This is an optimization exercise on Yosys and OpenROAD, whose aim is a short achievable clock period and few clock cycles per item, not a production implementation. Function was checked by simulation only, so behaviour that the tests miss may differ from the original. Power figures rest on the tool's default switching activity, not on a simulated workload.

==> flow/config.mk <==
export PLATFORM = sky130hd
export DESIGN_NAME = rv_core
export DESIGN_NICKNAME = rv_core
export VERILOG_FILES = /design/flow/design.v
export SDC_FILE = /design/flow/constraint.sdc
export NUM_CORES = 4
export LEC_CHECK = 0
export ABC_CLOCK_PERIOD_IN_PS = 3000
export CAP_MARGIN = 20
export CORE_MARGIN = 2
export CORE_UTILIZATION = 40
export SETUP_SLACK_MARGIN = 5
export SLEW_MARGIN = 20
==> flow/run.sh <==
#!/bin/bash
# synth_recipe.tcl (not shown) runs the flow's synth.tcl, then flattens the netlist and writes it again
# the make line also repeats each setting of config.mk as NAME=value (left out here)
make -C /OpenROAD-flow-scripts/flow DESIGN_CONFIG=/design/flow/config.mk WORK_HOME=/design/flow/orfs CLKGATE_MAP_FILE= SYNTH_SCRIPT=/design/flow/synth_recipe.tcl finish
==> flow/constraint.sdc <==
create_clock -name core_clock -period 8.0 [get_ports {clk}]
set_input_delay 1.6000 -clock core_clock [delete_from_list [all_inputs] [get_ports {clk}]]
set_output_delay 1.6000 -clock core_clock [all_outputs]
set_load 0.01 [all_outputs]
==> flow/design.v <==
`timescale 1ns/10ps
`default_nettype none
package rv_isa_pkg;
  localparam int XLEN = 32;
  typedef logic [XLEN-1:0] word_t;
  localparam int REG_AW = 5;
  typedef logic [REG_AW-1:0] reg_idx_t;
  localparam logic [6:0] OP_LOAD   = 7'b0000011;
  localparam logic [6:0] OP_STORE  = 7'b0100011;
  localparam logic [6:0] OP_BRANCH = 7'b1100011;
  localparam logic [6:0] OP_JALR   = 7'b1100111;
  localparam logic [6:0] OP_JAL    = 7'b1101111;
  localparam logic [6:0] OP_IMM    = 7'b0010011;
  localparam logic [6:0] OP_REG    = 7'b0110011;
  localparam logic [6:0] OP_SYSTEM = 7'b1110011;
  localparam logic [6:0] OP_AUIPC  = 7'b0010111;
  localparam logic [6:0] OP_LUI    = 7'b0110111;
  typedef struct packed {
    logic [6:0] funct7;
    reg_idx_t   rs2;
    reg_idx_t   rs1;
    logic [2:0] funct3;
    reg_idx_t   rd;
    logic [6:0] opcode;
  } r_fmt_t;
  typedef struct packed {
    logic [11:0] imm;
    reg_idx_t    rs1;
    logic [2:0]  funct3;
    reg_idx_t    rd;
    logic [6:0]  opcode;
  } i_fmt_t;
  typedef struct packed {
    logic [6:0] imm_hi;
    reg_idx_t   rs2;
    reg_idx_t   rs1;
    logic [2:0] funct3;
    logic [4:0] imm_lo;
    logic [6:0] opcode;
  } s_fmt_t;
  typedef struct packed {
    logic       imm_12;
    logic [5:0] imm_10_5;
    reg_idx_t   rs2;
    reg_idx_t   rs1;
    logic [2:0] funct3;
    logic [3:0] imm_4_1;
    logic       imm_11;
    logic [6:0] opcode;
  } b_fmt_t;
  typedef struct packed {
    logic [19:0] imm;
    reg_idx_t    rd;
    logic [6:0]  opcode;
  } u_fmt_t;
  typedef struct packed {
    logic       imm_20;
    logic [9:0] imm_10_1;
    logic       imm_11;
    logic [7:0] imm_19_12;
    reg_idx_t   rd;
    logic [6:0] opcode;
  } j_fmt_t;
  typedef union packed {
    r_fmt_t r_fmt;
    i_fmt_t i_fmt;
    s_fmt_t s_fmt;
    b_fmt_t b_fmt;
    u_fmt_t u_fmt;
    j_fmt_t j_fmt;
  } inst_t;
endpackage
`default_nettype wire
`timescale 1ns/10ps
`default_nettype none
package rv_ctrl_pkg;
  localparam int ALU_OP_W = 4;
  localparam logic [ALU_OP_W-1:0] ALU_ADD    = 4'd0;
  localparam logic [ALU_OP_W-1:0] ALU_SUB    = 4'd1;
  localparam logic [ALU_OP_W-1:0] ALU_AND    = 4'd2;
  localparam logic [ALU_OP_W-1:0] ALU_OR     = 4'd3;
  localparam logic [ALU_OP_W-1:0] ALU_XOR    = 4'd4;
  localparam logic [ALU_OP_W-1:0] ALU_SLL    = 4'd5;
  localparam logic [ALU_OP_W-1:0] ALU_SRL    = 4'd6;
  localparam logic [ALU_OP_W-1:0] ALU_SRA    = 4'd7;
  localparam logic [ALU_OP_W-1:0] ALU_SLT    = 4'd8;
  localparam logic [ALU_OP_W-1:0] ALU_SLTU   = 4'd9;
  localparam logic [ALU_OP_W-1:0] ALU_PASS_B = 4'd10;
  localparam logic [ALU_OP_W-1:0] ALU_LINK   = 4'd11;
  localparam int BR_OP_W = 3;
  localparam logic [BR_OP_W-1:0] BR_NONE = 3'd0;
  localparam logic [BR_OP_W-1:0] BR_EQ   = 3'd1;
  localparam logic [BR_OP_W-1:0] BR_NE   = 3'd2;
  localparam logic [BR_OP_W-1:0] BR_LT   = 3'd3;
  localparam logic [BR_OP_W-1:0] BR_GE   = 3'd4;
  localparam logic [BR_OP_W-1:0] BR_LTU  = 3'd5;
  localparam logic [BR_OP_W-1:0] BR_GEU  = 3'd6;
  localparam int FWD_W = 2;
  localparam logic [FWD_W-1:0] FWD_REG = 2'd0;
  localparam logic [FWD_W-1:0] FWD_MEM = 2'd1;
  localparam logic [FWD_W-1:0] FWD_WB  = 2'd2;
  localparam logic [31:0] NOP_WORD = 32'h0000_0013;
endpackage
`default_nettype wire
`timescale 1ns/10ps
`default_nettype none
module rv_regfile (
  input  logic                 clk,
  input  logic                 rst,
  input  rv_isa_pkg::reg_idx_t rs1,
  input  rv_isa_pkg::reg_idx_t rs2,
  input  rv_isa_pkg::reg_idx_t rd,
  input  rv_isa_pkg::word_t    rd_data,
  input  logic                 we,
  output rv_isa_pkg::word_t    rs1_data,
  output rv_isa_pkg::word_t    rs2_data
);
  rv_isa_pkg::word_t regs [1:2**rv_isa_pkg::REG_AW-1];
  function automatic rv_isa_pkg::word_t read_port(input rv_isa_pkg::reg_idx_t idx);
    if (idx == '0) begin
      read_port = '0;
    end else if (we && idx == rd) begin
      read_port = rd_data;
    end else begin
      read_port = regs[idx];
    end
  endfunction
  always_ff @(posedge clk) begin
    if (rst) begin
      for (int i = 1; i < 2**rv_isa_pkg::REG_AW; i++) begin
        regs[i] <= '0;
      end
    end else if (we) begin
      regs[rd] <= rd_data;
    end
  end
  always_comb begin
    rs1_data = read_port(rs1);
    rs2_data = read_port(rs2);
  end
endmodule
`default_nettype wire
`timescale 1ns/10ps
`default_nettype none
module rv_decoder (
  input  rv_isa_pkg::inst_t                inst,
  output rv_isa_pkg::reg_idx_t             rd,
  output rv_isa_pkg::reg_idx_t             rs1,
  output rv_isa_pkg::reg_idx_t             rs2,
  output rv_isa_pkg::word_t                imm,
  output logic [rv_ctrl_pkg::ALU_OP_W-1:0] alu_op,
  output logic [rv_ctrl_pkg::BR_OP_W-1:0]  br_op,
  output logic                             use_imm,
  output logic                             a_is_pc,
  output logic                             reg_we,
  output logic                             mem_rd,
  output logic                             mem_we,
  output logic                             is_jump,
  output logic                             is_jalr,
  output logic                             is_ecall
);
  logic [6:0] funct7;
  logic [2:0] funct3;
  logic       valid;
  function automatic logic [rv_ctrl_pkg::ALU_OP_W-1:0] alu_from_f3(input logic [2:0] f3, input logic alt);
    case (f3)
      3'b000:  alu_from_f3 = alt ? rv_ctrl_pkg::ALU_SUB : rv_ctrl_pkg::ALU_ADD;
      3'b001:  alu_from_f3 = rv_ctrl_pkg::ALU_SLL;
      3'b010:  alu_from_f3 = rv_ctrl_pkg::ALU_SLT;
      3'b011:  alu_from_f3 = rv_ctrl_pkg::ALU_SLTU;
      3'b100:  alu_from_f3 = rv_ctrl_pkg::ALU_XOR;
      3'b101:  alu_from_f3 = alt ? rv_ctrl_pkg::ALU_SRA : rv_ctrl_pkg::ALU_SRL;
      3'b110:  alu_from_f3 = rv_ctrl_pkg::ALU_OR;
      default: alu_from_f3 = rv_ctrl_pkg::ALU_AND;
    endcase
  endfunction
  assign funct7 = inst.r_fmt.funct7;
  assign funct3 = inst.r_fmt.funct3;
  always_comb begin
    rd       = inst.r_fmt.rd;
    rs1      = '0;
    rs2      = '0;
    imm      = '0;
    alu_op   = rv_ctrl_pkg::ALU_ADD;
    br_op    = rv_ctrl_pkg::BR_NONE;
    use_imm  = 1'b0;
    a_is_pc  = 1'b0;
    reg_we   = 1'b0;
    mem_rd   = 1'b0;
    mem_we   = 1'b0;
    is_jump  = 1'b0;
    is_jalr  = 1'b0;
    is_ecall = 1'b0;
    valid    = 1'b1;
    case (inst.r_fmt.opcode)
      rv_isa_pkg::OP_REG: begin
        rs1    = inst.r_fmt.rs1;
        rs2    = inst.r_fmt.rs2;
        reg_we = 1'b1;
        alu_op = alu_from_f3(funct3, funct7[5]);
        valid  = funct7 == 7'h00 ||
                 (funct7 == 7'h20 && (funct3 == 3'b000 || funct3 == 3'b101));
      end
      rv_isa_pkg::OP_IMM: begin
        rs1     = inst.i_fmt.rs1;
        imm     = {{20{inst.i_fmt.imm[11]}}, inst.i_fmt.imm};
        use_imm = 1'b1;
        reg_we  = 1'b1;
        alu_op  = alu_from_f3(funct3, funct3 == 3'b101 && funct7[5]);
        if (funct3 == 3'b001) begin
          valid = funct7 == 7'h00;
        end else if (funct3 == 3'b101) begin
          valid = funct7 == 7'h00 || funct7 == 7'h20;
        end
      end
      rv_isa_pkg::OP_LOAD: begin
        rs1     = inst.i_fmt.rs1;
        imm     = {{20{inst.i_fmt.imm[11]}}, inst.i_fmt.imm};
        use_imm = 1'b1;
        reg_we  = 1'b1;
        mem_rd  = 1'b1;
        valid   = funct3 == 3'b010;
      end
      rv_isa_pkg::OP_STORE: begin
        rs1     = inst.s_fmt.rs1;
        rs2     = inst.s_fmt.rs2;
        imm     = {{20{inst.s_fmt.imm_hi[6]}}, inst.s_fmt.imm_hi, inst.s_fmt.imm_lo};
        use_imm = 1'b1;
        mem_we  = 1'b1;
        valid   = funct3 == 3'b010;
      end
      rv_isa_pkg::OP_BRANCH: begin
        rs1 = inst.b_fmt.rs1;
        rs2 = inst.b_fmt.rs2;
        imm = {{19{inst.b_fmt.imm_12}}, inst.b_fmt.imm_12, inst.b_fmt.imm_11,
               inst.b_fmt.imm_10_5, inst.b_fmt.imm_4_1, 1'b0};
        case (funct3)
          3'b000:  br_op = rv_ctrl_pkg::BR_EQ;
          3'b001:  br_op = rv_ctrl_pkg::BR_NE;
          3'b100:  br_op = rv_ctrl_pkg::BR_LT;
          3'b101:  br_op = rv_ctrl_pkg::BR_GE;
          3'b110:  br_op = rv_ctrl_pkg::BR_LTU;
          3'b111:  br_op = rv_ctrl_pkg::BR_GEU;
          default: valid = 1'b0;
        endcase
      end
      rv_isa_pkg::OP_JAL: begin
        imm     = {{11{inst.j_fmt.imm_20}}, inst.j_fmt.imm_20, inst.j_fmt.imm_19_12,
                   inst.j_fmt.imm_11, inst.j_fmt.imm_10_1, 1'b0};
        alu_op  = rv_ctrl_pkg::ALU_LINK;
        a_is_pc = 1'b1;
        reg_we  = 1'b1;
        is_jump = 1'b1;
      end
      rv_isa_pkg::OP_JALR: begin
        rs1     = inst.i_fmt.rs1;
        imm     = {{20{inst.i_fmt.imm[11]}}, inst.i_fmt.imm};
        alu_op  = rv_ctrl_pkg::ALU_LINK;
        a_is_pc = 1'b1;
        reg_we  = 1'b1;
        is_jump = 1'b1;
        is_jalr = 1'b1;
        valid   = funct3 == 3'b000;
      end
      rv_isa_pkg::OP_LUI: begin
        imm     = {inst.u_fmt.imm, 12'h000};
        alu_op  = rv_ctrl_pkg::ALU_PASS_B;
        use_imm = 1'b1;
        reg_we  = 1'b1;
      end
      rv_isa_pkg::OP_AUIPC: begin
        imm     = {inst.u_fmt.imm, 12'h000};
        use_imm = 1'b1;
        a_is_pc = 1'b1;
        reg_we  = 1'b1;
      end
      rv_isa_pkg::OP_SYSTEM: begin
        is_ecall = inst == 32'h0000_0073;
        valid    = is_ecall;
      end
      default: valid = 1'b0;
    endcase
    if (!valid) begin
      rs1     = '0;
      rs2     = '0;
      br_op   = rv_ctrl_pkg::BR_NONE;
      reg_we  = 1'b0;
      mem_rd  = 1'b0;
      mem_we  = 1'b0;
      is_jump = 1'b0;
      is_jalr = 1'b0;
    end
    if (rd == '0) begin
      reg_we = 1'b0;
      mem_rd = 1'b0;
    end
  end
endmodule
`default_nettype wire
`timescale 1ns/10ps
`default_nettype none
module rv_alu (
  input  rv_isa_pkg::word_t                op_a,
  input  rv_isa_pkg::word_t                op_b,
  input  rv_isa_pkg::word_t                cmp_a,
  input  rv_isa_pkg::word_t                cmp_b,
  input  logic [rv_ctrl_pkg::ALU_OP_W-1:0] alu_op,
  input  logic [rv_ctrl_pkg::BR_OP_W-1:0]  br_op,
  output rv_isa_pkg::word_t                result,
  output logic                             take_branch
);
  logic [4:0] shamt;
  assign shamt = op_b[4:0];
  always_comb begin
    case (alu_op)
      rv_ctrl_pkg::ALU_ADD:    result = op_a + op_b;
      rv_ctrl_pkg::ALU_SUB:    result = op_a - op_b;
      rv_ctrl_pkg::ALU_AND:    result = op_a & op_b;
      rv_ctrl_pkg::ALU_OR:     result = op_a | op_b;
      rv_ctrl_pkg::ALU_XOR:    result = op_a ^ op_b;
      rv_ctrl_pkg::ALU_SLL:    result = op_a << shamt;
      rv_ctrl_pkg::ALU_SRL:    result = op_a >> shamt;
      rv_ctrl_pkg::ALU_SRA:    result = $signed(op_a) >>> shamt;
      rv_ctrl_pkg::ALU_SLT:    result = {{(rv_isa_pkg::XLEN-1){1'b0}}, $signed(op_a) < $signed(op_b)};
      rv_ctrl_pkg::ALU_SLTU:   result = {{(rv_isa_pkg::XLEN-1){1'b0}}, op_a < op_b};
      rv_ctrl_pkg::ALU_PASS_B: result = op_b;
      rv_ctrl_pkg::ALU_LINK:   result = op_a + 32'd4;
      default:    result = '0;
    endcase
  end
  always_comb begin
    case (br_op)
      rv_ctrl_pkg::BR_EQ:   take_branch = cmp_a == cmp_b;
      rv_ctrl_pkg::BR_NE:   take_branch = cmp_a != cmp_b;
      rv_ctrl_pkg::BR_LT:   take_branch = $signed(cmp_a) < $signed(cmp_b);
      rv_ctrl_pkg::BR_GE:   take_branch = $signed(cmp_a) >= $signed(cmp_b);
      rv_ctrl_pkg::BR_LTU:  take_branch = cmp_a < cmp_b;
      rv_ctrl_pkg::BR_GEU:  take_branch = cmp_a >= cmp_b;
      default: take_branch = 1'b0;
    endcase
  end
endmodule
`default_nettype wire
`timescale 1ns/10ps
`default_nettype none
module rv_hazard (
  input  rv_isa_pkg::reg_idx_t          d_rs1,
  input  rv_isa_pkg::reg_idx_t          d_rs2,
  input  rv_isa_pkg::reg_idx_t          x_rs1,
  input  rv_isa_pkg::reg_idx_t          x_rs2,
  input  rv_isa_pkg::reg_idx_t          x_rd,
  input  rv_isa_pkg::reg_idx_t          m_rd,
  input  rv_isa_pkg::reg_idx_t          w_rd,
  input  logic                          x_mem_rd,
  input  logic                          m_reg_we,
  input  logic                          w_reg_we,
  input  logic                          redirect,
  output logic [rv_ctrl_pkg::FWD_W-1:0] fwd_a,
  output logic [rv_ctrl_pkg::FWD_W-1:0] fwd_b,
  output logic                          stall,
  output logic                          flush_d,
  output logic                          flush_x
);
  logic load_use;
  function automatic logic [rv_ctrl_pkg::FWD_W-1:0] fwd_sel(input rv_isa_pkg::reg_idx_t rs);
    if (m_reg_we && m_rd == rs) begin
      fwd_sel = rv_ctrl_pkg::FWD_MEM;
    end else if (w_reg_we && w_rd == rs) begin
      fwd_sel = rv_ctrl_pkg::FWD_WB;
    end else begin
      fwd_sel = rv_ctrl_pkg::FWD_REG;
    end
  endfunction
  always_comb begin
    fwd_a    = fwd_sel(x_rs1);
    fwd_b    = fwd_sel(x_rs2);
    load_use = x_mem_rd && (x_rd == d_rs1 || x_rd == d_rs2);
    stall    = load_use && !redirect;
    flush_d  = redirect;
    flush_x  = redirect || load_use;
  end
endmodule
`default_nettype wire
`timescale 1ns/10ps
`default_nettype none
module rv_core #(
  parameter rv_isa_pkg::word_t RESET_PC = 32'h0000_0100
) (
  input  logic              clk,
  input  logic              rst,
  output rv_isa_pkg::word_t imem_addr,
  input  rv_isa_pkg::word_t imem_data,
  output rv_isa_pkg::word_t dmem_addr,
  output rv_isa_pkg::word_t dmem_wdata,
  output logic              dmem_we,
  input  rv_isa_pkg::word_t dmem_rdata,
  output logic              halt,
  output rv_isa_pkg::word_t trace_pc,
  output rv_isa_pkg::word_t trace_inst
);
  localparam logic [6:0] OP_LOAD   = 7'b0000011;
  localparam logic [6:0] OP_STORE  = 7'b0100011;
  localparam logic [6:0] OP_BRANCH = 7'b1100011;
  localparam logic [6:0] OP_JALR   = 7'b1100111;
  localparam logic [6:0] OP_JAL    = 7'b1101111;
  localparam logic [6:0] OP_IMM    = 7'b0010011;
  localparam logic [6:0] OP_REG    = 7'b0110011;
  localparam logic [6:0] OP_AUIPC  = 7'b0010111;
  localparam logic [6:0] OP_LUI    = 7'b0110111;
  localparam int R_ADD = 0;
  localparam int R_SUB = 1;
  localparam int R_AND = 2;
  localparam int R_OR  = 3;
  localparam int R_XOR = 4;
  localparam int R_SLL = 5;
  localparam int R_SRL = 6;
  localparam int R_SLT = 7;
  localparam int R_SLTU = 8;
  localparam int R_ALT = 9;
  localparam int R_W   = 10;
  logic        x_redirect;
  logic [31:0] x_redirect_pc;
  logic        stall;
  logic [31:0] pc;
  logic [31:0] f_inst;
  logic        f_is_jal;
  logic        f_is_br;
  logic        f_take;
  logic [31:0] f_imm;
  logic [31:0] f_tgt;
  logic [31:0] pc_next;
  assign imem_addr = pc;
  assign f_inst    = imem_data;
  always_comb begin
    f_is_jal = f_inst[6:0] == OP_JAL;
    f_is_br  = f_inst[6:0] == OP_BRANCH && f_inst[14:13] != 2'b01;
    f_take   = f_is_jal ||
               (f_is_br && (f_inst[31] || f_inst[14:12] == 3'b001 || f_inst[14:12] == 3'b101));
    if (f_inst[2])
      f_imm = {{12{f_inst[31]}}, f_inst[19:12], f_inst[20], f_inst[30:21], 1'b0};
    else
      f_imm = {{20{f_inst[31]}}, f_inst[7], f_inst[30:25], f_inst[11:8], 1'b0};
    f_tgt = pc + f_imm;
  end
  always_comb begin
    if (x_redirect)  pc_next = x_redirect_pc;
    else if (stall)  pc_next = pc;
    else if (f_take) pc_next = f_tgt;
    else             pc_next = pc + 32'd4;
  end
  always_ff @(posedge clk) begin
    if (rst) pc <= RESET_PC;
    else     pc <= pc_next;
  end
  logic        d_valid;
  logic [31:0] d_pc;
  logic [31:0] d_inst;
  logic        d_pred;
  always_ff @(posedge clk) begin
    if (rst || x_redirect) begin
      d_valid <= 1'b0;
    end else if (!stall) begin
      d_valid <= 1'b1;
    end
  end
  always_ff @(posedge clk) begin
    if (!stall) begin
      d_pc   <= pc;
      d_inst <= f_inst;
      d_pred <= f_take;
    end
  end
  logic [6:0]  d_op;
  logic [2:0]  d_f3;
  logic [6:0]  d_f7;
  logic [4:0]  d_rd;
  logic [4:0]  d_rs1;
  logic [4:0]  d_rs2;
  logic        d_ok;
  logic        d_use1;
  logic        d_use2;
  logic        d_use_imm;
  logic        d_we;
  logic        d_load;
  logic        d_store;
  logic        d_is_br;
  logic        d_is_jalr;
  logic        d_ecall;
  logic [31:0] d_imm;
  logic [R_W-1:0] d_rsel;
  logic [1:0]  d_alt_sel;    
  logic [31:0] d_target;
  logic [31:0] d_pc4;
  logic [31:0] d_alt;
  assign d_op  = d_inst[6:0];
  assign d_f3  = d_inst[14:12];
  assign d_f7  = d_inst[31:25];
  assign d_rd  = d_inst[11:7];
  always_comb begin
    d_ok      = 1'b0;
    d_use1    = 1'b0;
    d_use2    = 1'b0;
    d_use_imm = 1'b0;
    d_we      = 1'b0;
    d_load    = 1'b0;
    d_store   = 1'b0;
    d_is_br   = 1'b0;
    d_is_jalr = 1'b0;
    d_ecall   = 1'b0;
    d_imm     = {{20{d_inst[31]}}, d_inst[31:20]};
    d_rsel    = '0;
    d_alt_sel = 2'd0;
    case (d_op)
      OP_REG: begin
        d_ok   = d_f7 == 7'h00 || (d_f7 == 7'h20 && (d_f3 == 3'b000 || d_f3 == 3'b101));
        d_use1 = 1'b1;
        d_use2 = 1'b1;
        d_we   = 1'b1;
      end
      OP_IMM: begin
        d_ok      = d_f3 == 3'b001 ? d_f7 == 7'h00 :
                    d_f3 == 3'b101 ? (d_f7 == 7'h00 || d_f7 == 7'h20) : 1'b1;
        d_use1    = 1'b1;
        d_use_imm = 1'b1;
        d_we      = 1'b1;
      end
      OP_LOAD: begin
        d_ok      = d_f3 == 3'b010;
        d_use1    = 1'b1;
        d_use_imm = 1'b1;
        d_we      = 1'b1;
        d_load    = 1'b1;
      end
      OP_STORE: begin
        d_ok      = d_f3 == 3'b010;
        d_use1    = 1'b1;
        d_use2    = 1'b1;
        d_use_imm = 1'b1;
        d_store   = 1'b1;
        d_imm     = {{20{d_inst[31]}}, d_inst[31:25], d_inst[11:7]};
      end
      OP_BRANCH: begin
        d_ok    = d_f3[2:1] != 2'b01;
        d_use1  = 1'b1;
        d_use2  = 1'b1;
        d_is_br = 1'b1;
        d_imm   = {{20{d_inst[31]}}, d_inst[7], d_inst[30:25], d_inst[11:8], 1'b0};
      end
      OP_JAL: begin
        d_ok      = 1'b1;
        d_we      = 1'b1;
        d_imm     = {{12{d_inst[31]}}, d_inst[19:12], d_inst[20], d_inst[30:21], 1'b0};
        d_alt_sel = 2'd2;
      end
      OP_JALR: begin
        d_ok      = d_f3 == 3'b000;
        d_use1    = 1'b1;
        d_use_imm = 1'b1;
        d_we      = 1'b1;
        d_is_jalr = 1'b1;
        d_alt_sel = 2'd2;
      end
      OP_LUI: begin
        d_ok      = 1'b1;
        d_we      = 1'b1;
        d_imm     = {d_inst[31:12], 12'h000};
        d_alt_sel = 2'd0;
      end
      OP_AUIPC: begin
        d_ok      = 1'b1;
        d_we      = 1'b1;
        d_imm     = {d_inst[31:12], 12'h000};
        d_alt_sel = 2'd1;
      end
      default: begin
        d_ok    = 1'b0;
        d_ecall = d_inst == 32'h0000_0073;
      end
    endcase
    if (d_op == OP_REG || d_op == OP_IMM) begin
      case (d_f3)
        3'b000: d_rsel[(d_op == OP_REG && d_f7[5]) ? R_SUB : R_ADD] = 1'b1;
        3'b001: d_rsel[R_SLL]  = 1'b1;
        3'b010: d_rsel[R_SLT]  = 1'b1;
        3'b011: d_rsel[R_SLTU] = 1'b1;
        3'b100: d_rsel[R_XOR]  = 1'b1;
        3'b101: d_rsel[R_SRL]  = 1'b1;
        3'b110: d_rsel[R_OR]   = 1'b1;
        default: d_rsel[R_AND] = 1'b1;
      endcase
    end else if (d_op == OP_LUI || d_op == OP_AUIPC || d_op == OP_JAL || d_op == OP_JALR) begin
      d_rsel[R_ALT] = 1'b1;
    end else begin
      d_rsel[R_ADD] = 1'b1;
    end
    if (!d_ok || !d_valid) begin
      d_use1    = 1'b0;
      d_use2    = 1'b0;
      d_we      = 1'b0;
      d_load    = 1'b0;
      d_store   = 1'b0;
      d_is_br   = 1'b0;
      d_is_jalr = 1'b0;
    end
    if (!d_valid) d_ecall = 1'b0;
    if (d_rd == 5'd0) begin
      d_we   = 1'b0;
      d_load = 1'b0;
    end
  end
  assign d_rs1 = d_use1 ? d_inst[19:15] : 5'd0;
  assign d_rs2 = d_use2 ? d_inst[24:20] : 5'd0;
  assign d_target = d_pc + d_imm;
  assign d_pc4    = d_pc + 32'd4;
  always_comb begin
    case (d_alt_sel)
      2'd1:    d_alt = d_target;
      2'd2:    d_alt = d_pc4;
      default: d_alt = d_imm;
    endcase
  end
  logic [4:0]  w_rd;
  logic [31:0] w_data;
  logic        w_we;
  logic [31:0] rf1;
  logic [31:0] rf2;
  rv_regfile i_rv_regfile (
    .clk      (clk),
    .rst      (rst),
    .rs1      (d_rs1),
    .rs2      (d_rs2),
    .rd       (w_rd),
    .rd_data  (w_data),
    .we       (w_we),
    .rs1_data (rf1),
    .rs2_data (rf2)
  );
  logic [31:0] m_result;
  logic [4:0]  m_rd;
  logic        m_we;
  logic        m_load;
  logic [31:0] m_wbval;
  logic [31:0] d_op1;
  logic [31:0] d_op2;
  logic        x_we;
  logic        x_load;
  logic [4:0]  x_rd;
  assign m_wbval = m_load ? dmem_rdata : m_result;
  assign d_op1   = (m_we && m_rd == d_rs1) ? m_wbval : rf1;
  assign d_op2   = (m_we && m_rd == d_rs2) ? m_wbval : rf2;
  logic d_fwd1;
  logic d_fwd2;
  assign d_fwd1 = x_we && x_rd == d_rs1;
  assign d_fwd2 = x_we && x_rd == d_rs2;
  assign stall = x_load && (d_fwd1 || d_fwd2) && !x_redirect;
  logic        x_valid;
  logic        x_store;
  logic        x_is_br;
  logic        x_is_jalr;
  logic        x_ecall;
  logic        x_pred;
  logic [2:0]  x_f3;
  logic [31:0] x_pc;
  logic [31:0] x_inst;
  logic [31:0] x_a;
  logic [31:0] x_b;
  logic [31:0] x_sd;
  logic        x_fa;
  logic        x_fb;
  logic        x_fsd;
  logic [31:0] x_alt;
  logic [31:0] x_target;
  logic [31:0] x_pc4;
  logic [R_W-1:0] x_rsel;
  logic        x_sra;
  logic d_kill;
  assign d_kill = !d_valid || stall || x_redirect;
  always_ff @(posedge clk) begin
    if (rst || d_kill) begin
      x_valid   <= 1'b0;
      x_we      <= 1'b0;
      x_load    <= 1'b0;
      x_store   <= 1'b0;
      x_is_br   <= 1'b0;
      x_is_jalr <= 1'b0;
      x_ecall   <= 1'b0;
    end else begin
      x_valid   <= 1'b1;
      x_we      <= d_we;
      x_load    <= d_load;
      x_store   <= d_store;
      x_is_br   <= d_is_br;
      x_is_jalr <= d_is_jalr;
      x_ecall   <= d_ecall;
    end
  end
  always_ff @(posedge clk) begin
    x_pred   <= d_pred;
    x_f3     <= d_f3;
    x_pc     <= d_pc;
    x_inst   <= d_inst;
    x_rd     <= d_rd;
    x_a      <= d_op1;
    x_b      <= d_use_imm ? d_imm : d_op2;
    x_sd     <= d_op2;
    x_fa     <= d_fwd1;
    x_fb     <= d_fwd2 && !d_use_imm;
    x_fsd    <= d_fwd2;
    x_alt    <= d_alt;
    x_target <= d_target;
    x_pc4    <= d_pc4;
    x_rsel   <= d_rsel;
    x_sra    <= d_f7[5];
  end
  logic [31:0] a;
  logic [31:0] b;
  logic [31:0] sd;
  logic [31:0] sum;
  logic [32:0] diff;
  logic        eq;
  logic        lt;
  logic        ltu;
  logic        cond;
  logic [31:0] shl;
  logic [31:0] shr;
  logic [31:0] x_result;
  assign a  = x_fa  ? m_result : x_a;
  assign b  = x_fb  ? m_result : x_b;
  assign sd = x_fsd ? m_result : x_sd;
  assign sum  = a + b;
  assign diff = {1'b0, a} - {1'b0, b};
  assign eq   = a == b;
  assign ltu  = diff[32];
  assign lt   = (a[31] != b[31]) ? a[31] : diff[31];
  assign shl  = a << b[4:0];
  assign shr  = $signed({x_sra & a[31], a}) >>> b[4:0];
  always_comb begin
    x_result = '0;
    if (x_rsel[R_ADD])  x_result = x_result | sum;
    if (x_rsel[R_SUB])  x_result = x_result | diff[31:0];
    if (x_rsel[R_AND])  x_result = x_result | (a & b);
    if (x_rsel[R_OR])   x_result = x_result | (a | b);
    if (x_rsel[R_XOR])  x_result = x_result | (a ^ b);
    if (x_rsel[R_SLL])  x_result = x_result | shl;
    if (x_rsel[R_SRL])  x_result = x_result | shr;
    if (x_rsel[R_SLT])  x_result = x_result | {31'd0, lt};
    if (x_rsel[R_SLTU]) x_result = x_result | {31'd0, ltu};
    if (x_rsel[R_ALT])  x_result = x_result | x_alt;
  end
  always_comb begin
    case (x_f3)
      3'b000:  cond = eq;
      3'b001:  cond = !eq;
      3'b100:  cond = lt;
      3'b101:  cond = !lt;
      3'b110:  cond = ltu;
      default: cond = !ltu;
    endcase
  end
  assign x_redirect = x_ecall || x_is_jalr || (x_is_br && cond != x_pred);
  always_comb begin
    if (x_ecall)        x_redirect_pc = x_pc;
    else if (x_is_jalr) x_redirect_pc = {sum[31:1], 1'b0};
    else if (x_pred)    x_redirect_pc = x_pc4;
    else                x_redirect_pc = x_target;
  end
  logic        m_valid;
  logic        m_store;
  logic        m_ecall;
  logic [31:0] m_pc;
  logic [31:0] m_inst;
  logic [31:0] m_sd;
  always_ff @(posedge clk) begin
    if (rst) begin
      m_valid <= 1'b0;
      m_we    <= 1'b0;
      m_load  <= 1'b0;
      m_store <= 1'b0;
      m_ecall <= 1'b0;
    end else begin
      m_valid <= x_valid;
      m_we    <= x_we;
      m_load  <= x_load;
      m_store <= x_store;
      m_ecall <= x_ecall;
    end
  end
  always_ff @(posedge clk) begin
    m_result <= x_result;
    m_sd     <= sd;
    m_rd     <= x_rd;
    m_pc     <= x_pc;
    m_inst   <= x_inst;
  end
  assign dmem_addr  = m_result;
  assign dmem_wdata = m_sd;
  assign dmem_we    = m_store;
  logic [31:0] w_pc;
  logic [31:0] w_inst;
  logic        w_ecall;
  always_ff @(posedge clk) begin
    if (rst) begin
      w_pc    <= '0;
      w_we    <= 1'b0;
      w_ecall <= 1'b0;
    end else begin
      w_pc    <= m_valid ? m_pc : 32'd0;
      w_we    <= m_we;
      w_ecall <= m_ecall;
    end
  end
  always_ff @(posedge clk) begin
    w_data <= m_wbval;
    w_rd   <= m_rd;
    w_inst <= m_inst;
  end
  assign halt       = w_ecall;
  assign trace_pc   = w_pc;
  assign trace_inst = w_inst;
endmodule
`default_nettype wire
==> impl_metrics.toml, run 1 <==
[status]
outcome = "complete, no violations"

[placed_design]
dpl.hpwl_mm = 256
gp_congestion = 0.962
numPortBuffers = 227
dp.cells = 10900

[logic_synthesis]
synth-compound-area-share = 0.172
synth.cell_area_um2 = 87800
synth_top_family_by_area = "compound AO/OA/AOI/OAI gates"
synth-xor-area-share = 0.0140
ys_types = 98
yosys.area_share.simple = 0.141
yosys_most_used_dff = "edfxtp_1"
async_flop_share = 0
syn_nets = 8553
ys.warnings.count = 2
synth-seq-area-share = 0.495
synthCells = 8315
synth_edf_count = 1089
synth_seq_cells = 1628
postSynthAreaPerCell_um2 = 10.6
synthMuxAreaShare = 0.112
synthAdderAreaFrac = 0.0249

[cells_and_area]
nFillCells = 19000
finalNonFillerCells = 11900
num-nets-final = 9054
mostFrequentLayoutCell = "edfxtp_1"
mostFrequentLayoutCells = "edfxtp_1, and2_1, mux2i_1"
post_route_cells_drive_above_1_share = 0.274
finish.utilization = 0.517
area_growth_pct = 28.9

[detailed_routing]
drt_iter0_drc = 10400
wl_mm = 439
firstDrtPassIters = 8
num_vias = 78100
drc = 0
viasPerCell = 6.59
final_antenna_net_count = 0
wl_per_cell_um = 37.0

[setup_path]
cp_data_required_time_ps = 8770
critPathArrivalTime_ps = 6120
slowest_stage = "or4_4"
crit_type = "register to register"
start_kind = "register"
path_depth = 21
cp_top_family = "compound AO/OA/AOI/OAI gates"
crit_fanout = 8
crit_buf_inv = 4
crit_chain = "buf_8 > mux2i_4 > ha_4 > or4_4 > or4_4 > or3_4 > nand2_4 > a221o_2 > a21oi_2 > o2bb2ai_2 > fa_2 > a21oi_2 > xnor2_1 > o21ai_1 > a211o_4 > buf_12 > o21ai_4 > buf_8 > buf_12 > o211ai_1 > a21o_1"
slowest_delay_ps = 520
worstReg2RegStart = "x_fa"
r2r_end = "pc[8]"
r2r_slack_ps = 2650
cp-end-kind = "register"
r2r.worst_path.cells = 21

[die]
initial_utilization = 0.401
pin_count = 228
die_width_um = 473
rows = 172
fp.dieH_um = 473
die_area_um2 = 223000
core_area_um2 = 219000

[timing]
min_period_ps = 5350
worstMarginPinSlew_ps = 1180
tns_ps = 0
relSlewSlack = 0.192
holdWs_ps = 304
fmax_mhz = 187
fin_crit_sh = 0.669
final_hold_viol_count = 0
finClkSkew_ps = 84.0
setup_viol = 0
rsz0062_at_grt = "true"
finalMaxSlewViolations = 0

[global_route]
grt_pass1_wl_mm = 595
grt_use_total = 0.377
grt_max_degree = 108
antenna_found_initial = 31
gr-total-overflow = 0
grt_pass1_vias = 74200

[clock_tree]
cts_buffers = 183
cts-root-buf = "clkbuf_16"
clock_latency_ps = 910
htreeDepth = 4
path_clk_slew_ps = 60
cts_sinks = 1628
cts.path.max_buffers = 3
cts_tree = "done"

[flow_run]
drv_cap = 0

[min_path]
holdPathStages = 0
hold-path-endpoint = "w_inst[26]"
worstHoldPathType = "register to register"
min_from = "m_inst[26]"

[power]
total_power_uw = 19200
power-per-cell-area_nw_per_um2 = 170
leakage_uw = 0.0437
ir_worst_vdd_mv = 0.197
==> flip-flops by register name, summed over array words and instances, names as in the netlist, 32 cells and up <==
| register | cells |
|---|---|
| x_pc4 | 32 |
| x_alt | 32 |
| m_inst | 32 |
| i_rv_regfile.regs | 1024 |
| m_sd | 32 |
| x_target | 32 |
| d_pc | 32 |
| x_sd | 32 |
| pc | 32 |
| w_pc | 32 |
| x_b | 32 |
| w_data | 32 |
| m_pc | 32 |
| x_a | 32 |
| x_inst | 32 |
| d_inst | 32 |
| w_inst | 32 |
| m_result | 32 |
==> logic make-up (layout without fill, tap and decap cells) <==
kind of cell,count (synthesis),count (layout)
AO/OA/AOI/OAI,2222,2228
other,0,24
adder cells (fa/ha/maj),172,172
buffers and inverters,903,1541
multiplexers,915,915
flip-flops,1628,1628
AND/OR/NAND/NOR,2335,2344
XOR/XNOR,140,140
==> synth_stat cells, types with 110 or more instances <==
cell      instances  share of area
a21oi_1         477          0.027
a221oi_1        268          0.027
and2_1         1046          0.075
clkbuf_1        597          0.026
dfxtp_1         539           0.12
edfxtp_1       1089           0.37
ha_1            167          0.024
inv_1           159         0.0068
mux2_2          171          0.022
mux2i_1         707          0.081
nand2_1         477          0.020
nor2_1          377          0.016
o21ai_0         501          0.029
o221ai_1        110          0.011
==> worst max path at each step <==
stage / slack, ps / start / end
2_1_floorplan: 2740 / x_fb / d_inst[0]
3_3_place_gp: 1200 / x_fb / d_inst[17]
3_5_place_dp: 1190 / x_fb / d_inst[15]
4_1_cts: 2690 / x_fb / d_pc[10]
5_1_grt: 2560 / x_fb / pc[28]
6_report: 2650 / x_fa / pc[8]
==> worst register-to-register path, cell delays in order (launching register included) <==
cell,delay [ps]
dfxtp_4,450
buf_8,240
mux2i_4,350
ha_4,260
or4_4,520
or4_4,470
or3_4,450
nand2_4,90
a221o_2,220
a21oi_2,90
o2bb2ai_2,140
fa_2,350
a21oi_2,150
xnor2_1,130
o21ai_1,110
a211o_4,370
buf_12,150
o21ai_4,190
buf_8,140
buf_12,130
o211ai_1,90
a21o_1,200
==> where the power goes <==
group	total, µW	internal [µW]	switching [µW]	leakage, µW
combinational	1410	500	911	0.0251
clock	8400	4620	3780	0.00287
sequential	9400	9200	207	0.0158
==> layout make-up <==
class                      instances  area, µm²  share of cell area
antenna                           24       60.1            0.000531
clock buffer                     251       5040              0.0445
clock inverter                    86        861             0.00761
inverter                         165        666             0.00588
multi-input combinational       5799      47300               0.418
sequential                      1628      43800               0.387
tap                             2871       3590              0.0317
timing repair buffer            1039      11900               0.105
==> metrics by stage <==
stage	setup slack, ps	instance area, µm²
floorplan	2740	90400
global placement	1200	94700
detailed placement	1190	94700
CTS	2690	110000
global route	2560	113000
finish	2650	113000
==> per-layer routing <==
layer / wire [µm] / GRT usage / up-vias
li1: - / - / 32100
met1: 160000 / 0.461 / 39000
met2: 194000 / 0.582 / 5512
met3: 49700 / 0.105 / 1498
met4: 35100 / 0.248 / 14
met5: 260 / 0 / -
==> repair_timing <==
| item | CTS | global route |
|---|---|---|
| gates cloned | 74 | 10 |
| pin swaps | 279 | 221 |
| hold buffers | 0 | 0 |
| resized for setup | 1764 | 447 |
| setup endpoints to repair | 888 | 725 |
| setup buffers | 392 | 125 |
Testbench counts, summed over its fixed seeds: cycles 199,614, instrs 157,230.
==> run 2, diff against run 1 <==
--- a/flow/design.v
+++ b/flow/design.v
@@ -299,45 +299,58 @@
 `default_nettype wire
 `timescale 1ns/10ps
 `default_nettype none
-module rv_alu (
-  input  rv_isa_pkg::word_t                op_a,
-  input  rv_isa_pkg::word_t                op_b,
-  input  rv_isa_pkg::word_t                cmp_a,
-  input  rv_isa_pkg::word_t                cmp_b,
-  input  logic [rv_ctrl_pkg::ALU_OP_W-1:0] alu_op,
-  input  logic [rv_ctrl_pkg::BR_OP_W-1:0]  br_op,
-  output rv_isa_pkg::word_t                result,
-  output logic                             take_branch
+module rv_add32 (
+  input  logic [31:0] a,
+  input  logic [31:0] b,
+  input  logic        cin,
+  output logic [31:0] s
 );
-  logic [4:0] shamt;
-  assign shamt = op_b[4:0];
+  logic [31:0] g [6];
+  logic [31:0] p [6];
   always_comb begin
-    case (alu_op)
-      rv_ctrl_pkg::ALU_ADD:    result = op_a + op_b;
-      rv_ctrl_pkg::ALU_SUB:    result = op_a - op_b;
-      rv_ctrl_pkg::ALU_AND:    result = op_a & op_b;
-      rv_ctrl_pkg::ALU_OR:     result = op_a | op_b;
-      rv_ctrl_pkg::ALU_XOR:    result = op_a ^ op_b;
-      rv_ctrl_pkg::ALU_SLL:    result = op_a << shamt;
-      rv_ctrl_pkg::ALU_SRL:    result = op_a >> shamt;
-      rv_ctrl_pkg::ALU_SRA:    result = $signed(op_a) >>> shamt;
-      rv_ctrl_pkg::ALU_SLT:    result = {{(rv_isa_pkg::XLEN-1){1'b0}}, $signed(op_a) < $signed(op_b)};
-      rv_ctrl_pkg::ALU_SLTU:   result = {{(rv_isa_pkg::XLEN-1){1'b0}}, op_a < op_b};
-      rv_ctrl_pkg::ALU_PASS_B: result = op_b;
-      rv_ctrl_pkg::ALU_LINK:   result = op_a + 32'd4;
-      default:    result = '0;
-    endcase
+    g[0] = a & b;
+    p[0] = a ^ b;
+    g[0][0] = (a[0] & b[0]) | ((a[0] ^ b[0]) & cin);
+    for (int l = 0; l < 5; l++) begin
+      for (int i = 0; i < 32; i++) begin
+        if (i >= (1 << l)) begin
+          g[l+1][i] = g[l][i] | (p[l][i] & g[l][i-(1<<l)]);
+          p[l+1][i] = p[l][i] & p[l][i-(1<<l)];
+        end else begin
+          g[l+1][i] = g[l][i];
+          p[l+1][i] = p[l][i];
+        end
+      end
+    end
+    s = (a ^ b) ^ {g[5][30:0], cin};
   end
+endmodule
+module rv_cmp32 (
+  input  logic [31:0] a,
+  input  logic [31:0] b,
+  output logic        eq,
+  output logic        lt,
+  output logic        ltu
+);
+  logic [30:0] l [6];
+  logic [30:0] e [6];
   always_comb begin
-    case (br_op)
-      rv_ctrl_pkg::BR_EQ:   take_branch = cmp_a == cmp_b;
-      rv_ctrl_pkg::BR_NE:   take_branch = cmp_a != cmp_b;
-      rv_ctrl_pkg::BR_LT:   take_branch = $signed(cmp_a) < $signed(cmp_b);
-      rv_ctrl_pkg::BR_GE:   take_branch = $signed(cmp_a) >= $signed(cmp_b);
-      rv_ctrl_pkg::BR_LTU:  take_branch = cmp_a < cmp_b;
-      rv_ctrl_pkg::BR_GEU:  take_branch = cmp_a >= cmp_b;
-      default: take_branch = 1'b0;
-    endcase
+    l[0] = ~a[30:0] & b[30:0];
+    e[0] = ~(a[30:0] ^ b[30:0]);
+    for (int k = 0; k < 5; k++) begin
+      for (int i = 0; i < 31; i++) begin
+        if (i % (2 << k) == 0 && i + (1 << k) < 31) begin
+          l[k+1][i] = l[k][i+(1<<k)] | (e[k][i+(1<<k)] & l[k][i]);
+          e[k+1][i] = e[k][i+(1<<k)] & e[k][i];
+        end else begin
+          l[k+1][i] = l[k][i];
+          e[k+1][i] = e[k][i];
+        end
+      end
+    end
+    eq  = (a[31] == b[31]) && e[5][0];
+    ltu = (!a[31] && b[31]) || ((a[31] == b[31]) && l[5][0]);
+    lt  = (a[31] && !b[31]) || ((a[31] == b[31]) && l[5][0]);
   end
 endmodule
 `default_nettype wire
@@ -431,16 +444,42 @@
   logic [31:0] pc_next;
   assign imem_addr = pc;
   assign f_inst    = imem_data;
+  localparam int BP_AW = 6;
+  localparam int BP_N  = 2**BP_AW;
+  localparam int JP_AW = 4;
+  localparam int JP_N  = 2**JP_AW;
+  logic [3:0]  bt_cnt  [BP_N];
+  logic [3:0]  bt_trip [BP_N];
+  logic        bt_tv   [BP_N];
+  logic        bt_back [BP_N];
+  logic [1:0]  bt_ctr  [BP_N];
+  logic        bt_cv   [BP_N];
+  logic        jt_v    [JP_N];
+  logic [31:1] jt_tgt  [JP_N];
+  logic [BP_AW-1:0] f_bidx;
+  logic [JP_AW-1:0] f_jidx;
+  logic        f_is_jalr;
+  logic        f_br_take;
+  logic [31:0] f_ptgt;
+  assign f_bidx = pc[BP_AW+1:2];
+  assign f_jidx = pc[JP_AW+1:2];
+  assign f_ptgt = {jt_tgt[f_jidx], 1'b0};
   always_comb begin
-    f_is_jal = f_inst[6:0] == OP_JAL;
-    f_is_br  = f_inst[6:0] == OP_BRANCH && f_inst[14:13] != 2'b01;
-    f_take   = f_is_jal ||
-               (f_is_br && (f_inst[31] || f_inst[14:12] == 3'b001 || f_inst[14:12] == 3'b101));
+    f_is_jal  = f_inst[6:0] == OP_JAL;
+    f_is_br   = f_inst[6:0] == OP_BRANCH && f_inst[14:13] != 2'b01;
+    f_is_jalr = f_inst[6:0] == OP_JALR && f_inst[14:12] == 3'b000;
+    if (f_inst[31])
+      f_br_take = bt_back[f_bidx];
+    else if (bt_cv[f_bidx])
+      f_br_take = bt_ctr[f_bidx][1];
+    else
+      f_br_take = f_inst[14:12] == 3'b001 || f_inst[14:12] == 3'b101;
+    f_take = f_is_jal || (f_is_br && f_br_take) || (f_is_jalr && jt_v[f_jidx]);
     if (f_inst[2])
       f_imm = {{12{f_inst[31]}}, f_inst[19:12], f_inst[20], f_inst[30:21], 1'b0};
     else
       f_imm = {{20{f_inst[31]}}, f_inst[7], f_inst[30:25], f_inst[11:8], 1'b0};
-    f_tgt = pc + f_imm;
+    f_tgt = f_is_jalr ? f_ptgt : pc + f_imm;
   end
   always_comb begin
     if (x_redirect)  pc_next = x_redirect_pc;
@@ -456,6 +495,7 @@
   logic [31:0] d_pc;
   logic [31:0] d_inst;
   logic        d_pred;
+  logic [31:1] d_ptgt;
   always_ff @(posedge clk) begin
     if (rst || x_redirect) begin
       d_valid <= 1'b0;
@@ -468,6 +508,7 @@
       d_pc   <= pc;
       d_inst <= f_inst;
       d_pred <= f_take;
+      d_ptgt <= f_ptgt[31:1];
     end
   end
   logic [6:0]  d_op;
@@ -652,13 +693,14 @@
   logic d_fwd2;
   assign d_fwd1 = x_we && x_rd == d_rs1;
   assign d_fwd2 = x_we && x_rd == d_rs2;
-  assign stall = x_load && (d_fwd1 || d_fwd2) && !x_redirect;
+  assign stall = x_load && (d_fwd1 || d_fwd2);
   logic        x_valid;
   logic        x_store;
   logic        x_is_br;
   logic        x_is_jalr;
   logic        x_ecall;
   logic        x_pred;
+  logic [31:1] x_ptgt;
   logic [2:0]  x_f3;
   logic [31:0] x_pc;
   logic [31:0] x_inst;
@@ -673,6 +715,12 @@
   logic [31:0] x_pc4;
   logic [R_W-1:0] x_rsel;
   logic        x_sra;
+  logic        x_sub;
+  logic [2:0]  x_bsel;
+  logic        x_binv;
+  logic [31:0] x_rpc;
+  logic        d_sub;
+  assign d_sub = d_op == OP_REG && d_f3 == 3'b000 && d_f7[5];
   logic d_kill;
   assign d_kill = !d_valid || stall || x_redirect;
   always_ff @(posedge clk) begin
@@ -696,12 +744,13 @@
   end
   always_ff @(posedge clk) begin
     x_pred   <= d_pred;
+    x_ptgt   <= d_ptgt;
     x_f3     <= d_f3;
     x_pc     <= d_pc;
     x_inst   <= d_inst;
     x_rd     <= d_rd;
     x_a      <= d_op1;
-    x_b      <= d_use_imm ? d_imm : d_op2;
+    x_b      <= d_use_imm ? d_imm : (d_sub ? ~d_op2 : d_op2);
     x_sd     <= d_op2;
     x_fa     <= d_fwd1;
     x_fb     <= d_fwd2 && !d_use_imm;
@@ -711,33 +760,60 @@
     x_pc4    <= d_pc4;
     x_rsel   <= d_rsel;
     x_sra    <= d_f7[5];
+    x_sub    <= d_sub;
+    x_bsel   <= {d_f3[2] & d_f3[1], d_f3[2] & !d_f3[1], !d_f3[2]};
+    x_binv   <= d_f3[0] ^ d_pred;
+    x_rpc    <= d_ecall ? d_pc : (d_pred ? d_pc4 : d_target);
   end
   logic [31:0] a;
   logic [31:0] b;
   logic [31:0] sd;
+  logic [31:0] mb;
+  logic [31:0] sum00, sum10, sum01, sum11;
   logic [31:0] sum;
-  logic [32:0] diff;
+  logic        eq00, eq10, eq01;
+  logic        lt00, lt10, lt01;
+  logic        ltu00, ltu10, ltu01;
   logic        eq;
   logic        lt;
   logic        ltu;
-  logic        cond;
+  logic        cond_raw;
+  logic        x_mispredict;
   logic [31:0] shl;
   logic [31:0] shr;
   logic [31:0] x_result;
   assign a  = x_fa  ? m_result : x_a;
   assign b  = x_fb  ? m_result : x_b;
   assign sd = x_fsd ? m_result : x_sd;
-  assign sum  = a + b;
-  assign diff = {1'b0, a} - {1'b0, b};
-  assign eq   = a == b;
-  assign ltu  = diff[32];
-  assign lt   = (a[31] != b[31]) ? a[31] : diff[31];
-  assign shl  = a << b[4:0];
-  assign shr  = $signed({x_sra & a[31], a}) >>> b[4:0];
+  assign mb = x_sub ? ~m_result : m_result;
+  rv_add32 i_add00 (.a(x_a),      .b(x_b), .cin(x_sub), .s(sum00));
+  rv_add32 i_add10 (.a(m_result), .b(x_b), .cin(x_sub), .s(sum10));
+  rv_add32 i_add01 (.a(x_a),      .b(mb),  .cin(x_sub), .s(sum01));
+  rv_add32 i_add11 (.a(m_result), .b(mb),  .cin(x_sub), .s(sum11));
+  always_comb begin
+    case ({x_fa, x_fb})
+      2'b00:   sum = sum00;
+      2'b10:   sum = sum10;
+      2'b01:   sum = sum01;
+      default: sum = sum11;
+    endcase
+  end
+  rv_cmp32 i_cmp00 (.a(x_a),      .b(x_b),      .eq(eq00), .lt(lt00), .ltu(ltu00));
+  rv_cmp32 i_cmp10 (.a(m_result), .b(x_b),      .eq(eq10), .lt(lt10), .ltu(ltu10));
+  rv_cmp32 i_cmp01 (.a(x_a),      .b(m_result), .eq(eq01), .lt(lt01), .ltu(ltu01));
+  always_comb begin
+    case ({x_fa, x_fb})
+      2'b00:   begin eq = eq00; lt = lt00; ltu = ltu00; end
+      2'b10:   begin eq = eq10; lt = lt10; ltu = ltu10; end
+      2'b01:   begin eq = eq01; lt = lt01; ltu = ltu01; end
+      default: begin eq = 1'b1; lt = 1'b0; ltu = 1'b0; end
+    endcase
+  end
+  assign shl = a << b[4:0];
+  assign shr = $signed({x_sra & a[31], a}) >>> b[4:0];
   always_comb begin
     x_result = '0;
-    if (x_rsel[R_ADD])  x_result = x_result | sum;
-    if (x_rsel[R_SUB])  x_result = x_result | diff[31:0];
+    if (x_rsel[R_ADD] || x_rsel[R_SUB]) x_result = x_result | sum;
     if (x_rsel[R_AND])  x_result = x_result | (a & b);
     if (x_rsel[R_OR])   x_result = x_result | (a | b);
     if (x_rsel[R_XOR])  x_result = x_result | (a ^ b);
@@ -747,22 +823,133 @@
     if (x_rsel[R_SLTU]) x_result = x_result | {31'd0, ltu};
     if (x_rsel[R_ALT])  x_result = x_result | x_alt;
   end
-  always_comb begin
-    case (x_f3)
-      3'b000:  cond = eq;
-      3'b001:  cond = !eq;
-      3'b100:  cond = lt;
-      3'b101:  cond = !lt;
-      3'b110:  cond = ltu;
-      default: cond = !ltu;
-    endcase
+  assign cond_raw = (x_bsel[0] & eq) | (x_bsel[1] & lt) | (x_bsel[2] & ltu);
+  function automatic logic jalr_check(input logic [31:0] ra, input logic [31:0] rb,
+                                      input logic [31:1] pt);
+    logic [31:1] jk;
+    logic [30:1] jco;
+    jk  = ra[31:1] ^ rb[31:1] ^ pt;
+    jco = (ra[30:1] & rb[30:1]) | ((ra[30:1] ^ rb[30:1]) & jk[30:1]);
+    jalr_check = (jk[1] == (ra[0] & rb[0])) && (jco == jk[31:2]);
+  endfunction
+  logic jalr_ok;
+  logic jalr_ok_x;
+  logic jalr_ok_m;
+  assign jalr_ok_x = jalr_check(x_a, x_b, x_ptgt);
+  assign jalr_ok_m = jalr_check(m_result, x_b, x_ptgt);
+  assign jalr_ok   = x_fa ? jalr_ok_m : jalr_ok_x;
+  assign x_mispredict = x_is_br && (cond_raw ^ x_binv);
+  assign x_redirect   = x_ecall || (x_is_jalr && !(x_pred && jalr_ok)) || x_mispredict;
+  assign x_redirect_pc = x_is_jalr ? {sum[31:1], 1'b0} : x_rpc;
+  logic             m_bu;
+  logic             m_back;
+  logic             m_taken;
+  logic             m_stat;
+  logic [BP_AW-1:0] m_bidx;
+  logic             m_ju;
+  logic [JP_AW-1:0] m_jidx;
+  logic [31:1]      m_jtgt;
+  always_ff @(posedge clk) begin
+    if (rst) begin
+      m_bu <= 1'b0;
+      m_ju <= 1'b0;
+    end else begin
+      m_bu <= x_is_br;
+      m_ju <= x_is_jalr;
+    end
   end
-  assign x_redirect = x_ecall || x_is_jalr || (x_is_br && cond != x_pred);
+  always_ff @(posedge clk) begin
+    m_back  <= x_inst[31];
+    m_taken <= cond_raw ^ x_f3[0];
+    m_stat  <= x_f3 == 3'b001 || x_f3 == 3'b101;
+    m_bidx  <= x_pc[BP_AW+1:2];
+    m_jidx  <= x_pc[JP_AW+1:2];
+    m_jtgt  <= sum[31:1];
+  end
+  logic [3:0] u_cnt;
+  logic [3:0] u_trip;
+  logic       u_tv;
+  logic [1:0] u_ctr;
+  logic [3:0] n_cnt;
+  logic [3:0] n_trip;
+  logic       n_tv;
+  logic [1:0] n_ctr;
+  logic       n_back;
+  logic             w_bu;
+  logic             w_back;
+  logic [BP_AW-1:0] w_bidx;
+  logic [3:0]       w_cnt;
+  logic [3:0]       w_trip;
+  logic             w_tv;
+  logic             w_bk;
+  logic [1:0]       w_ctr;
+  logic             w_hit;
+  assign w_hit  = w_bu && w_bidx == m_bidx;
+  assign u_cnt  = (w_hit && w_back) ? w_cnt  : bt_cnt[m_bidx];
+  assign u_trip = (w_hit && w_back) ? w_trip : bt_trip[m_bidx];
+  assign u_tv   = (w_hit && w_back) ? w_tv   : bt_tv[m_bidx];
+  assign u_ctr  = (w_hit && !w_back) ? w_ctr :
+                  bt_cv[m_bidx] ? bt_ctr[m_bidx] : (m_stat ? 2'd2 : 2'd1);
   always_comb begin
-    if (x_ecall)        x_redirect_pc = x_pc;
-    else if (x_is_jalr) x_redirect_pc = {sum[31:1], 1'b0};
-    else if (x_pred)    x_redirect_pc = x_pc4;
-    else                x_redirect_pc = x_target;
+    n_cnt  = u_cnt;
+    n_trip = u_trip;
+    n_tv   = u_tv;
+    if (m_taken) begin
+      if (u_cnt != 4'hf) n_cnt = u_cnt + 4'd1;
+      else               n_tv  = 1'b0;
+    end else begin
+      n_cnt  = 4'd0;
+      n_trip = u_cnt + 4'd1;
+      n_tv   = u_cnt != 4'hf;
+    end
+    n_back = !n_tv || ({1'b0, n_cnt} + 5'd1 < {1'b0, n_trip});
+    if (m_taken) n_ctr = u_ctr == 2'd3 ? 2'd3 : u_ctr + 2'd1;
+    else         n_ctr = u_ctr == 2'd0 ? 2'd0 : u_ctr - 2'd1;
+  end
+  always_ff @(posedge clk) begin
+    if (rst) w_bu <= 1'b0;
+    else     w_bu <= m_bu;
+  end
+  always_ff @(posedge clk) begin
+    w_back <= m_back;
+    w_bidx <= m_bidx;
+    w_cnt  <= n_cnt;
+    w_trip <= n_trip;
+    w_tv   <= n_tv;
+    w_bk   <= n_back;
+    w_ctr  <= n_ctr;
+  end
+  always_ff @(posedge clk) begin
+    if (rst) begin
+      for (int i = 0; i < BP_N; i++) begin
+        bt_cnt[i]  <= 4'd0;
+        bt_tv[i]   <= 1'b0;
+        bt_back[i] <= 1'b1;
+        bt_cv[i]   <= 1'b0;
+      end
+    end else if (w_bu) begin
+      if (w_back) begin
+        bt_cnt[w_bidx]  <= w_cnt;
+        bt_tv[w_bidx]   <= w_tv;
+        bt_back[w_bidx] <= w_bk;
+      end else begin
+        bt_cv[w_bidx]   <= 1'b1;
+      end
+    end
+  end
+  always_ff @(posedge clk) begin
+    if (w_bu && w_back)  bt_trip[w_bidx] <= w_trip;
+    if (w_bu && !w_back) bt_ctr[w_bidx]  <= w_ctr;
+  end
+  always_ff @(posedge clk) begin
+    if (rst) begin
+      for (int i = 0; i < JP_N; i++) jt_v[i] <= 1'b0;
+    end else if (m_ju) begin
+      jt_v[m_jidx] <= 1'b1;
+    end
+  end
+  always_ff @(posedge clk) begin
+    if (m_ju) jt_tgt[m_jidx] <= m_jtgt;
   end
   logic        m_valid;
   logic        m_store;
==> run 2 against run 1 <==
Now fails the layout checks on antenna violations. Largest cell class is now sequential cells. Synthesized cell count rose by 66%. Via count is 66% higher. Critical path type unchanged. Non-clock buffer count up 606. Utilization down 0.38 points. Synthesized area up 77%. Sequential share of layout area up 4.3 points. Critical endpoint is now x_b[9]. Largest power group unchanged. Sequential cell count increased by 1441. Wire length increased by 56%. Die area rose by 76%.
==> impl_metrics.toml, run 2 <==
[logic_synthesis]
synthTopCellsByCount = "edfxtp_1, nand2_1, and2_1"
synth-xor-area-share = 0.0180
synthAdderAreaFrac = 0.0380
ys_top_cells_by_area = "edfxtp_1, dfxtp_1, mux4_2, and2_1, nand2_1"
synthMuxAreaShare = 0.0895
yosys_most_used_dff = "edfxtp_1"
synth_edf_count = 2320
synthCells = 13800
ys.warnings.count = 8
async_flop_share = 0
ys_types = 105
synth-compound-area-share = 0.108
yosys.area_share.simple = 0.164
postSynthAreaPerCell_um2 = 11.2
syn_nets = 14300
synth_seq_cells = 3069
synth.cell_area_um2 = 155000
synth.top_cell.area_share = 0.448
synth-seq-area-share = 0.544
synth_top_family_by_area = "simple AND/OR/NAND/NOR gates"
yosysMostFrequentCell = "edfxtp_1"
yosys.area.top_type = "edfxtp_1"

[global_route]
grt_max_degree = 103
top_usage_layer = "met2"
grt_pass1_wl_mm = 931
grt_pass1_vias = 120000
antenna_found_initial = 62
gr-total-overflow = 0
grt_use_total = 0.333
use_met3 = 0.123
met2_usage = 0.466
grt_util_met1 = 0.436

[min_path]
worstHoldPathType = "register to register"
holdPathStages = 0
hold-path-endpoint = "w_inst[23]"
min_from = "m_inst[23]"

[setup_path]
worst_path_most_repeated_cell = "buf_4"
critPathArrivalTime_ps = 5400
slowest_stage = "edfxtp_1"
crit_chain = "buf_4 > and4bb_4 > nand4_1 > buf_4 > buf_4 > o22ai_4 > buf_12 > buf_6 > buf_6 > o31ai_4 > buf_12 > buf_4 > nor3_4 > buf_4 > a311oi_1 > nand4_1 > o22ai_4 > a222oi_1 > buf_4 > nor2b_2 > a221oi_2"
r2r_end = "x_b[9]"
cp-end-kind = "register"
start_kind = "register"
r2r.worst_path.cells = 21
worstReg2RegStart = "d_inst[3]"
crit_type = "register to register"
crit_fanout = 5
r2r_slack_ps = 3440
slowest_delay_ps = 480
cp_data_required_time_ps = 8830

[detailed_routing]
final_antenna_net_count = 1
wl_mm = 685
num_vias = 130000
firstDrtPassIters = 10
drt_iter0_drc = 22000
wl_per_cell_um = 33.8
viasPerCell = 6.40
drc = 0

[clock_tree]
cts_buffers = 323
holdBufCountCts = 0
htreeDepth = 5
cts.path.max_buffers = 4
cts_sinks = 3069
cts_tree = "done"
path_clk_slew_ps = 60
cts-root-buf = "clkbuf_16"
clock_latency_ps = 980

[timing]
final_hold_viol_count = 0
relSlewSlack = 0.0790
fmax_mhz = 219
tns_ps = 0
fin_crit_sh = 0.571
worstMarginPinSlew_ps = 1370
holdWs_ps = 309
rsz0062_at_grt = "true"
setup_viol = 0
finClkSkew_ps = 80.0
min_period_ps = 4560
finalMaxSlewViolations = 0

[die]
initial_utilization = 0.403
core_area_um2 = 386000
fp.dieH_um = 627
die_width_um = 627
die_area_um2 = 394000
pin_count = 228
rows = 228

[flow_run]
drv_cap = 0

[cells_and_area]
num-nets-final = 15200
finish.utilization = 0.513
top_regs = "i_rv_regfile.regs: 1024 flops, jt_tgt: 496 flops"
post_route_cells_drive_above_1_share = 0.270
mostFrequentLayoutCell = "edfxtp_1"
largest_register = "i_rv_regfile.regs"
mostFrequentLayoutCells = "edfxtp_1, nand2_1, and2_1"
nFillCells = 32800
largest_reg_flops = 1024
area_growth_pct = 27.5

[placed_design]
numPortBuffers = 227
gp_congestion = 1.00
dpl.hpwl_mm = 384

[power]
power-per-cell-area_nw_per_um2 = 187
leakage_uw = 0.0738
ir_worst_vdd_mv = 0.188

[status]
failed_checks = "antenna violations"
outcome = "finished with violations"
run 2: cell count changes in the layout (fill, tap and decap cells not counted), sizes merged, moves of 436 or more:
cell,previous run,this run
nand2,486,1948
edfxtp,1089,2320
nand3,77,676
buf,942,1516
mux2i,707,265
mux4,37,473
run 2: logic make-up (layout without fill, tap and decap cells):
family	Yosys count	count (layout)
flops	3069	3069
simple gates	5239	5252
compound gates	2505	2511
mux	792	792
fa+ha+maj	432	432
buf+inv	1484	2641
other cells	0	60
xor+xnor	320	320
run 2: metal layers:
| metal | wire [µm] | share of wire |
|---|---|---|
| met2 | 278000 | 0.41 |
| met5 | 283 | 0.00041 |
| met4 | 53700 | 0.078 |
| met1 | 250000 | 0.36 |
| met3 | 103000 | 0.15 |
run 2: power by group:
part | leakage, µW | internal [µW] | switching, µW
logic | 0.0394 | 1310 | 2210
registers | 0.0292 | 17600 | 492
clock network | 0.00517 | 8680 | 6760
total | 0.0738 | 27600 | 9460
run 2: worst max-delay path, delay by kind of cell, from the launching register on:
family,cells,cell delay (ps)
flip-flops,1,480
buffers and inverters,10,1680
AO/OA/AOI/OAI,6,1010
AND/OR/NAND/NOR,5,1240
run 2: stage by stage:
| stage | cell area [µm²] | instances | setup WS [ps] | total power, µW |
|---|---|---|---|---|
| finish | 198000 | 20300 | 3440 | 37100 |
| global route | 198000 | 20200 | 3430 | 37800 |
| CTS | 194000 | 20000 | 3580 | 36800 |
| detailed placement | 165000 | 18500 | 1930 | 21200 |
| global placement | 165000 | 18500 | 1930 | 21100 |
| floorplan | 158000 | 13800 | 3270 | 19900 |
run 2: how the worst max path moves through the flow:
| stage | startpoint | to | slack [ps] | cells past startpoint |
|---|---|---|---|---|
| 4_1_cts | m_jidx[0] | w_bk | 3580 | 18 |
| 2_1_floorplan | imem_data[2] | pc[28] | 3270 | 17 |
| 3_3_place_gp | imem_data[2] | pc[28] | 1930 | 15 |
| 6_report | d_inst[3] | x_b[9] | 3440 | 21 |
| 5_1_grt | d_inst[2] | x_b[24] | 3430 | 21 |
| 3_5_place_dp | imem_data[2] | pc[26] | 1930 | 15 |
run 2: final cells by class:
| type | instances | area [µm²] | share of cell area |
|---|---|---|---|
| flip-flops and latches | 3069 | 85200 | 0.429 |
| multi-input cells | 9307 | 73900 | 0.373 |
| repair buffers | 1645 | 20100 | 0.101 |
| clock buffers | 432 | 8910 | 0.0449 |
| well taps | 5175 | 6470 | 0.0327 |
| clock inverters | 158 | 1680 | 0.00849 |
| inverters | 390 | 1660 | 0.00835 |
| repair inverters | 16 | 255 | 0.00129 |
| diodes | 60 | 150 | 0.000757 |
run 2: what timing repair did:
action                                  in CTS  in global routing
resized for setup                         2670                544
pin swaps                                  433                324
endpoints found under the setup margin    3531                846
buffers inserted                           764                202
gates cloned                               139                 22
Testbench counts of run 2, summed over its fixed seeds: cycles 176,086, instrs 157,230.

-- port drivers added, routing unchanged --
No port has a modelled driver above. Below, the same layouts with a new extraction and two added sets of constraints. Step 1: set_driving_cell puts a clkbuf_16 on clk and a buf_2 on each other input, an assumption about the parent block. Step 2, shift: input delay + t, output delay - t, t = (earliest + latest rising clock arrival at the registers) / 2. This alone moves slack from input paths to output paths. Slacks: ideal / step 1 / step 2; pairs: ideal / step 1.
| run | shift t [ns] | setup slack, ns | slew at the worst register clock pin (ns) |
|---|---|---|---|
| run 1 | 0.962 | 2.650 / 2.650 / 1.974 | 0.07 / 0.07 |
| run 2 | 1.063 | 3.436 / 3.436 / 2.915 | 0.07 / 0.07 |
For run 1, which loses most, drivers alone change the setup slack by 0.000 ns; drivers and shift together by -0.676 ns.
